This design comes from an exercise in tuning for small area and a short achievable clock period on the open sky130 flow, not from production work.
Power is estimated from default activity; no workload was simulated.

Setup of red:
==> flow/design.v (excerpt) <==
module deflate_stored_top (
	input  logic                        clk,
	input  logic                        rst_n,
	input  logic                        word_valid,
	input  logic [32-1:0]  word,           
	output logic                        out_valid,
	output logic [32-1:0]  out_word,
	output logic                        out_last,
	output logic [3-1:0] out_bytes,
	output logic                        done,
	output logic                        protocol_error
);
export LEC_CHECK = 0
export CAP_MARGIN = 20
export CORE_MARGIN = 2
export CORE_UTILIZATION = 40
export CTS_CLUSTER_DIAMETER = 80
export CTS_CLUSTER_SIZE = 24
export SETUP_SLACK_MARGIN = 3.5
export SLEW_MARGIN = 20
export TNS_END_PERCENT = 5
create_clock -name core_clock -period 6.0 [get_ports {clk}]
standard.sh (not shown) runs the stock make flow with config.mk's settings and CLKGATE_MAP_FILE= SYNTH_SCRIPT=/design/flow/synth_recipe.tcl, a recipe that flattens the netlist after the stock synthesis.
==> flow/flow/run.sh <==
#!/bin/bash
# The standard layout, with the port buffers made of plain buffers instead of the
# slow delay buffers buffer_ports picks by default. Every port still gets its buffer.
set -euo pipefail
export BUFFER_PORTS_ARGS="-buffer_cell sky130_fd_sc_hd__buf_2"
bash standard.sh > standard.log 2>&1
The flow did not stop early for red: all stages ran, and the layout cleared the timing, design-rule and antenna checks.
#### Input delta (blue over red)
diff --git a/flow/design.v b/flow/design.v
--- a/flow/design.v
+++ b/flow/design.v
@@ -8,21 +8,20 @@
 `timescale 1ns/1ps
 module block_decoder (
 	input  logic        clk,
 	input  logic        rst_n,
 	input  logic        word_valid,
 	input  logic [31:0] word,
 	output logic        a_hdr,           
 	output logic        a_dat,           
 	output logic [1:0]  a_ra,            
 	output logic [3:0]  a_sel,           
-	output logic        a_crcv,          
 	output logic        a_trl,           
 	output logic [31:0] a_word,          
 	output logic        a_bf,            
 	output logic [1:0]  ra,              
 	output logic        protocol_error
 );
 	logic        in_data_q;      
 	logic        ended_q;        
 	logic        final_q;        
 	logic [15:0] bytes_left;     
@@ -45,54 +44,51 @@
 		        | ({32{ra_oh[3]}} & {word[7:0],  24'b0})
 		        | ({32{~in_data_q}} & {~word[7:0], word[15:0], ~word[15:8]});
 	end
 	always_ff @(posedge clk or negedge rst_n) begin
 		if (!rst_n) begin
 			in_data_q      <= 1'b0;
 			ended_q        <= 1'b0;
 			a_hdr          <= 1'b0;
 			a_dat          <= 1'b0;
 			a_trl          <= 1'b0;
-			a_ra           <= '0;
+			a_sel          <= '0;
 			protocol_error <= 1'b0;
 		end else begin
 			a_hdr <= accept & ~in_data_q;
 			a_dat <= accept & in_data_q;
 			a_trl <= accept & block_end & is_final;
-			a_ra  <= ra & {2{accept & in_data_q}};
+			for (int r = 0; r < 4; r++)
+				a_sel[r] <= accept & in_data_q & ra_oh[r];
 			if (word_valid & ~accept)
 				protocol_error <= 1'b1;
 			if (accept) begin
 				in_data_q <= ~block_end;
 				ended_q   <= block_end & is_final;
 			end
 		end
 	end
 	always_ff @(posedge clk) begin
-		for (int r = 0; r < 4; r++)
-			a_sel[r] <= accept & in_data_q & ra_oh[r];
-		a_crcv <= accept & in_data_q;
 		a_word <= word_up;
 		a_bf   <= word[24];
-		bytes_left[15:2] <= ({14{accept & ~in_data_q}} & word[15:2])
-		                  | ({14{accept & in_data_q}}  & (bytes_left[15:2] - 14'd1))
-		                  | ({14{~accept}}             & bytes_left[15:2]);
 		if (accept) begin
 			if (in_data_q) begin
-				last_q     <= (bytes_left[15:4] == '0) & ~(bytes_left[3] & (bytes_left[2:0] != 3'b000));
+				bytes_left[15:2] <= bytes_left[15:2] - 14'd1;
+				last_q           <= (bytes_left[15:4] == '0) & ~(bytes_left[3] & (bytes_left[2:0] != 3'b000));
 			end else begin
-				bytes_left[1:0] <= word[1:0];
+				bytes_left <= word[15:0];
 				final_q    <= word[24];
 				last_q     <= (word[15:3] == '0) & ~(word[2] & (word[1:0] != 2'b00));
 			end
 		end
 	end
+	assign a_ra = {a_sel[2] | a_sel[3], a_sel[1] | a_sel[3]};
 endmodule
 `timescale 1ns/1ps
 module crc32_engine (
 	input  logic        clk,
 	input  logic        rst_n,
 	input  logic        crc_valid,
 	input  logic [3:0]  crc_sel,         
 	input  logic [31:0] crc_data,        
 	input  logic        load,            
 	input  logic [31:0] load_value,
@@ -223,21 +219,20 @@
 	assign crc_out = inv_q;
 endmodule
 `timescale 1ns/1ps
 module stored_sequencer (
 	input  logic        clk,
 	input  logic        rst_n,
 	input  logic        a_hdr,
 	input  logic        a_dat,
 	input  logic [1:0]  a_ra,
 	input  logic [3:0]  a_sel,
-	input  logic        a_crcv,
 	input  logic [1:0]  ra_next,         
 	input  logic        a_trl,
 	input  logic [31:0] a_word,
 	input  logic        a_bf,
 	output logic [2:0]  b_n,             
 	output logic        b_last,          
 	output logic        b_bf,            
 	output logic [31:0] b_lanes          
 );
 	logic        st_crc_q;               
@@ -252,21 +247,21 @@
 	logic [31:0] crc_value;
 	logic [31:0] g;                      
 	logic [2:0]  n_c;
 	logic [16:0] lo_sum;
 	logic [1:0]  rot_next;
 	logic [1:0]  pos_next;
 	logic [3:0]  rot_q;                  
 	crc32_engine crc32_engine_i (
 		.clk       (clk),
 		.rst_n     (rst_n),
-		.crc_valid (a_crcv),
+		.crc_valid (a_dat),
 		.crc_data  (a_word),
 		.crc_sel   (a_sel),
 		.load      (st_crc_q | crc_init),         
 		.load_value({isize_hi_next, isize_lo_q}),    
 		.crc_out   (crc_value)
 	);
  	assign crc_init = a_hdr & ~hdr_seen_q;   
 	assign g = (st_crc_q | st_isize_q) ? crc_value : a_word;
 	always_comb begin
 		if (a_hdr)
@@ -398,51 +393,48 @@
 	output logic                        out_valid,
 	output logic [32-1:0]  out_word,
 	output logic                        out_last,
 	output logic [3-1:0] out_bytes,
 	output logic                        done,
 	output logic                        protocol_error
 );
 	logic        a_hdr, a_dat, a_trl;   
 	logic [1:0]  a_ra;
 	logic [3:0]  a_sel;
-	logic        a_crcv;
 	logic [1:0]  ra_next;
 	logic [31:0] a_word;
 	logic        a_bf;
 	logic [2:0]  b_n;                   
 	logic        b_last, b_bf;
 	logic [31:0] b_lanes;
 	block_decoder block_decoder_i (
 		.clk            (clk),
 		.rst_n          (rst_n),
 		.word_valid     (word_valid),
 		.word           (word),
 		.a_hdr          (a_hdr),
 		.a_dat          (a_dat),
 		.a_ra            (a_ra),
 		.a_sel           (a_sel),
-		.a_crcv          (a_crcv),
 		.ra              (ra_next),
 		.a_trl          (a_trl),
 		.a_word         (a_word),
 		.a_bf           (a_bf),
 		.protocol_error (protocol_error)
 	);
 	stored_sequencer stored_sequencer_i (
 		.clk     (clk),
 		.rst_n   (rst_n),
 		.a_hdr   (a_hdr),
 		.a_dat   (a_dat),
 		.a_ra     (a_ra),
 		.a_sel    (a_sel),
-		.a_crcv   (a_crcv),
 		.ra_next  (ra_next),
 		.a_trl   (a_trl),
 		.a_word  (a_word),
 		.a_bf    (a_bf),
 		.b_n     (b_n),
 		.b_last  (b_last),
 		.b_bf    (b_bf),
 		.b_lanes (b_lanes)
 	);
 	bit_packer bit_packer_i (
Notes after the runs:
blue ends up with higher final critical-path share of the clock period than red does. blue ended with every stage complete and zero timing, DRC or antenna violations. Delta (blue minus red): clock tree buffer count of the final layout shrank by 4; global-route usage now sits higher; total number of cells along the worst setup path -4; netlist area before placement rose 0.88%; total power now smaller. Cmp red and blue / area added between synthesis and finish / higher: red. In blue, the final cell count came out 80 below the value in red. | sequential share of layout area | lower: red |. The aggregate routed wire length of blue is higher than that of red.
Function was not checked in any run of this note: the RTL went through the layout flow alone.

afterwards: timing with drivers on the ports:
The results above use ideal ports. As a check the final layouts listed here were re-extracted and re-timed, cells and wires unchanged.
Step 1 sets driving cells, clkbuf_16 on the clock port and buf_2 on the other inputs (assumed; they add their load-dependent delay and slew).
Step 2 times the ports against the registers' clock, not the clock port: input delays grow and output delays shrink by t, the midpoint of the rising clock arrivals with the driver on.
Three values: ideal ports, drivers, drivers and shift; two values: the first two.
run	t (ns)	setup slack, ns	slew at the worst register clock pin (ns)	worst data-port slew with drivers (ns)
red	0.558	3.314 / 3.314 / 3.105	0.10 / 0.10	0.04
blue	0.564	3.266 / 3.266 / 3.056	0.10 / 0.10	0.04
After both steps every run listed still meets setup and hold. For blue, which loses most, drivers alone change the setup slack by 0.000 ns; drivers and shift together by -0.210 ns.
